Source: an optimization exercise on an open RTL-to-GDS flow (aim: small area). Production flows keep margins and buffers that such runs may drop. In this exercise RTL edits were held to simulation tests only and were not proved equivalent to the original. Power and IR drop assume default switching activity.

== build 78 ==
Design rs_station_top, start of the top module:
module rs_station_top (
    input  logic         clock,
    input  logic         reset,
    input  logic         squash,
    input  logic [205:0] dispatch,     
    input  logic [27:0]  map,          
    input  logic [137:0] rob,          
    input  logic [75:0]  cdb,          
    input  logic         fu_ready,
    output logic         issue_valid,
    output logic [104:0] issue,        
    output logic [3:0]   free_count
);
    rs_pkg::issue_t issue_s;
    assign issue = issue_s;
    rs_station station0 (
        .clock       (clock),
        .reset       (reset),
        .squash      (squash),
        .dispatch    (dispatch),
        .map         (map),
        .rob         (rob),
        .cdb         (cdb),
        .fu_ready    (fu_ready),
        .issue_valid (issue_valid),
        .issue       (issue_s),
        .free_count  (free_count)
    );
endmodule
==> flow/config.mk <==
export PLATFORM = sky130hd
export DESIGN_NAME = rs_station_top
export DESIGN_NICKNAME = rs_station_top
export VERILOG_FILES = /design/flow/design.v
export SDC_FILE = /design/flow/constraint.sdc
export NUM_CORES = 8
export LEC_CHECK = 0
export CAP_MARGIN = 20
export CORE_MARGIN = 2
export CORE_UTILIZATION = 50
export PLACE_DENSITY = 0.7
export SLEW_MARGIN = 20
export SYNTH_HIERARCHICAL = 1
export SYNTH_MINIMUM_KEEP_SIZE = 0
export TNS_END_PERCENT = 0
==> flow/constraint.sdc <==
create_clock -name core_clock -period 7.5 [get_ports {clock}]
set_input_delay 1.5000 -clock core_clock [delete_from_list [all_inputs] [get_ports {clock}]]
set_output_delay 1.5000 -clock core_clock [all_outputs]
set_load 0.01 [all_outputs]
standard.sh (not shown) runs the stock make flow with config.mk's settings and CLKGATE_MAP_FILE= SYNTH_SCRIPT=/design/flow/synth_recipe.tcl, a recipe that flattens the netlist after the stock synthesis.
==> flow/flow/run.sh <==
#!/bin/bash
# Own flow:
#  2. the same ORFS synthesis again on the design with the bit-cell modules
#     hand-mapped (flow/cells.v) and ABC run with an area script; used only if
#     its registers (names, count, cells) match the standard ones;
#  3. the standard layout steps, with buf_1 port buffers, a leaner clock tree
#     and the timing-driven placement's net reweighting (and its buffering)
#     done later in placement.
set -uo pipefail
F=$PWD/flow
R=$PWD/orfs/results/$FLOW_PLATFORM/rs_station_top/base
bash standard.sh synth > std_synth.log 2>&1 || exit 1
cp $R/1_2_yosys.v std_synth_netlist.v

python3 $F/overlay.py design.v $F/cells.v design_mod.v > overlay.log 2>&1
sed "s#ABC_SCRIPT_PATH#$F/abc.script#" $F/my_synth.tcl > my_synth.tcl
sed -e "s#^export VERILOG_FILES.*#export VERILOG_FILES = $PWD/design_mod.v#" config.mk > config_mod.mk
MK=$(grep -o 'make -C .*"\${@' standard.sh | sed 's/ "\${@$//')
MK=${MK/DESIGN_CONFIG=$FLOW_CONFIG/DESIGN_CONFIG=$PWD/config_mod.mk}
MK=${MK/WORK_HOME=$PWD\/orfs/WORK_HOME=$PWD/orfs_mod}
MK=${MK/SYNTH_SCRIPT=$PWD\/synth_recipe.tcl/SYNTH_SCRIPT=$PWD/my_synth.tcl}
echo "$MK synth" > mod_synth.cmd
eval "$MK synth" > mod_synth.log 2>&1
M=$PWD/orfs_mod/results/$FLOW_PLATFORM/rs_station_top/base/1_2_yosys.v
flops() { grep -E '^\s*sky130_fd_sc_hd__(s?e?df|dl)' "$1" | awk '{print $1, $2}' | sort; }
if [[ -f $M ]] && [[ -n "$(flops $M)" ]] && diff <(flops std_synth_netlist.v) <(flops $M) > flop_diff.log; then
  echo "using the re-mapped netlist" > netlist_choice.log
  cp $M $R/1_2_yosys.v
  touch $R/1_2_yosys.v
else
  echo "registers differ: using the standard netlist" > netlist_choice.log
fi

bash standard.sh \
  "BUFFER_PORTS_ARGS=-buffer_cell sky130_fd_sc_hd__buf_1" \
  "CTS_ARGS=-sink_clustering_enable -repair_clock_nets -dont_use_dummy_load -sink_clustering_size 25 -sink_clustering_max_diameter 100" \
  "GLOBAL_PLACEMENT_ARGS=-timing_driven_net_reweight_overflow {40 25 15}" \
  finish > std_layout.log 2>&1
==> flow/flow/abc.script <==
strash
&get -n
&st
&synch2
&if -K 5 -a
&mfs
&st
&dch -f
&nf -a -R 1000
&put
Other scripts of this flow, unchanged in this note and not shown: flow/flow/cells.v, flow/flow/my_synth.tcl, flow/flow/overlay.py
Looking at the reports, build 78 completed the entire flow and the layout it produced met the timing, DRC and antenna checks.
Changes in build 69 relative to build 78:
--- a/flow/flow/run.sh
+++ b/flow/flow/run.sh
@@ -6,3 +6 @@
-#  3. the standard layout steps, with buf_1 port buffers, a leaner clock tree
-#     and the timing-driven placement's net reweighting (and its buffering)
-#     done later in placement.
+#  3. the standard layout steps, with buf_1 port buffers and a leaner clock tree.
@@ -36,2 +34 @@
-  "CTS_ARGS=-sink_clustering_enable -repair_clock_nets -dont_use_dummy_load -sink_clustering_size 25 -sink_clustering_max_diameter 100" \
-  "GLOBAL_PLACEMENT_ARGS=-timing_driven_net_reweight_overflow {40 25 15}" \
+  "CTS_ARGS=-sink_clustering_enable -repair_clock_nets -dont_use_dummy_load -sink_clustering_size 25 -sink_clustering_max_diameter 80" \
==> flow/flow/abc.script <==
strash
&get -n
&st
&dch
&nf -a
&put
--- a/flow/config.mk
+++ b/flow/config.mk
@@ -10,2 +10,2 @@
-export CORE_UTILIZATION = 50
-export PLACE_DENSITY = 0.7
+export CORE_UTILIZATION = 60
+export PLACE_DENSITY = 0.8
Notes after the runs:
Compared with build 78, build 69 has extra setup slack. Relative to build 78, the count of clock buffers in the final design measured on build 69 has increased by a few percent. Build 69 against build 78: area added between synthesis and finish now larger, combinational power comparable.
[inputs] build 72 vs build 69
--- a/flow/config.mk
+++ b/flow/config.mk
@@ -10,2 +10 @@
-export CORE_UTILIZATION = 60
-export PLACE_DENSITY = 0.8
+export CORE_UTILIZATION = 40
@@ -15 +13,0 @@
-export TNS_END_PERCENT = 0
Overall power after layout went up slightly going from build 69 to build 72.
Build 72 has more setup slack than build 69.
Between build 72 and build 69, it is build 72 whose routed length on met1 is higher, by about 23%.
The number of well taps in build 72 is 1.5 times that in build 69.
Between build 72 and build 69, clock power is lower for build 69, build 72 comes in above that.
Build 72 ended up with nor3_4 as its slowest cell on the critical path; build 69 ended up with buf_4.
Worst slack after detailed placement in build 72 vs build 69: up 0.034 ns
Global-route usage was higher in build 69 than in build 72.
The number of cells on the critical path in build 72 was higher than what build 69 gave.
In the metrics for build 72 and build 69, the one carrying the lower relative contribution of the clock network to total power is build 69.
Fill cell instance count of the final layout: build 72 > build 69
> inputs changed (build 72 -> build 73)
--- a/flow/flow/run.sh
+++ b/flow/flow/run.sh
@@ -6 +6,3 @@
-#  3. the standard layout steps, with buf_1 port buffers and a leaner clock tree.
+#  3. the standard layout steps, with buf_1 port buffers, a leaner clock tree
+#     and the timing-driven placement's net reweighting (and its buffering)
+#     done later in placement.
@@ -34,0 +37 @@
+  "GLOBAL_PLACEMENT_ARGS=-timing_driven_net_reweight_overflow {40 25 15}" \
==> flow/flow/abc.script <==
strash
&get -n
&st
&synch2
&dch -f
&nf -a -R 1000
&put
--- a/flow/config.mk
+++ b/flow/config.mk
@@ -8,0 +9,2 @@
+export CELL_PAD_IN_SITES_DETAIL_PLACEMENT = 1
+export CELL_PAD_IN_SITES_GLOBAL_PLACEMENT = 1
@@ -10 +12,2 @@
-export CORE_UTILIZATION = 40
+export CORE_UTILIZATION = 50
+export PLACE_DENSITY = 0.7
@@ -13,0 +17 @@
+export TNS_END_PERCENT = 0
### Flow results
| data arrival time at the worst-slack endpoint | build 73 vs build 72 | 0.61 ns higher |. Re buffering overhead: build 73 is 1.3 points down on build 72. The clock skew in build 73 sits 0.037 ns below the value recorded for build 72. [diff] worst path setup slack after routing, build 73 relative to build 72: regression. Build 73 vs. build 72: final cell count moved down, per-instance average area after synthesis moved down, total global routing track utilization moved up.

-- what the ideal ports hide --
How much do the figures lean on ideal ports? The routed layouts below were timed once more, with nothing changed but the port constraints. Step 1, drivers: a clkbuf_16 drives clock and a buf_2 each remaining input, both assumed. Step 2 times the ports against the registers' clock, not the clock port: input delays grow and output delays shrink by t, the midpoint of the rising clock arrivals with the driver on. a / b / c = no drivers / after step 1 / after step 2; a / b = the first two.
run | t (ns) | slack for setup (ns) | hold slack, ns | worst setup path after step 2 | cell pins on the clock port's net
build 78 | 0.706 | 0.420 / 0.346 / 0.761 | 0.465 / 0.465 / 0.465 | register to register | 1
build 69 | 0.722 | 0.524 / 0.448 / 1.009 | 0.468 / 0.468 / 0.468 | register to register | 1
build 72 | 0.741 | 0.916 / 0.849 / 1.192 | 0.457 / 0.457 / 0.457 | register to register | 1
build 73 | 0.720 | 0.311 / 0.230 / 0.632 | 0.468 / 0.468 / 0.468 | register to register | 1
After both steps every run listed still meets setup and hold.
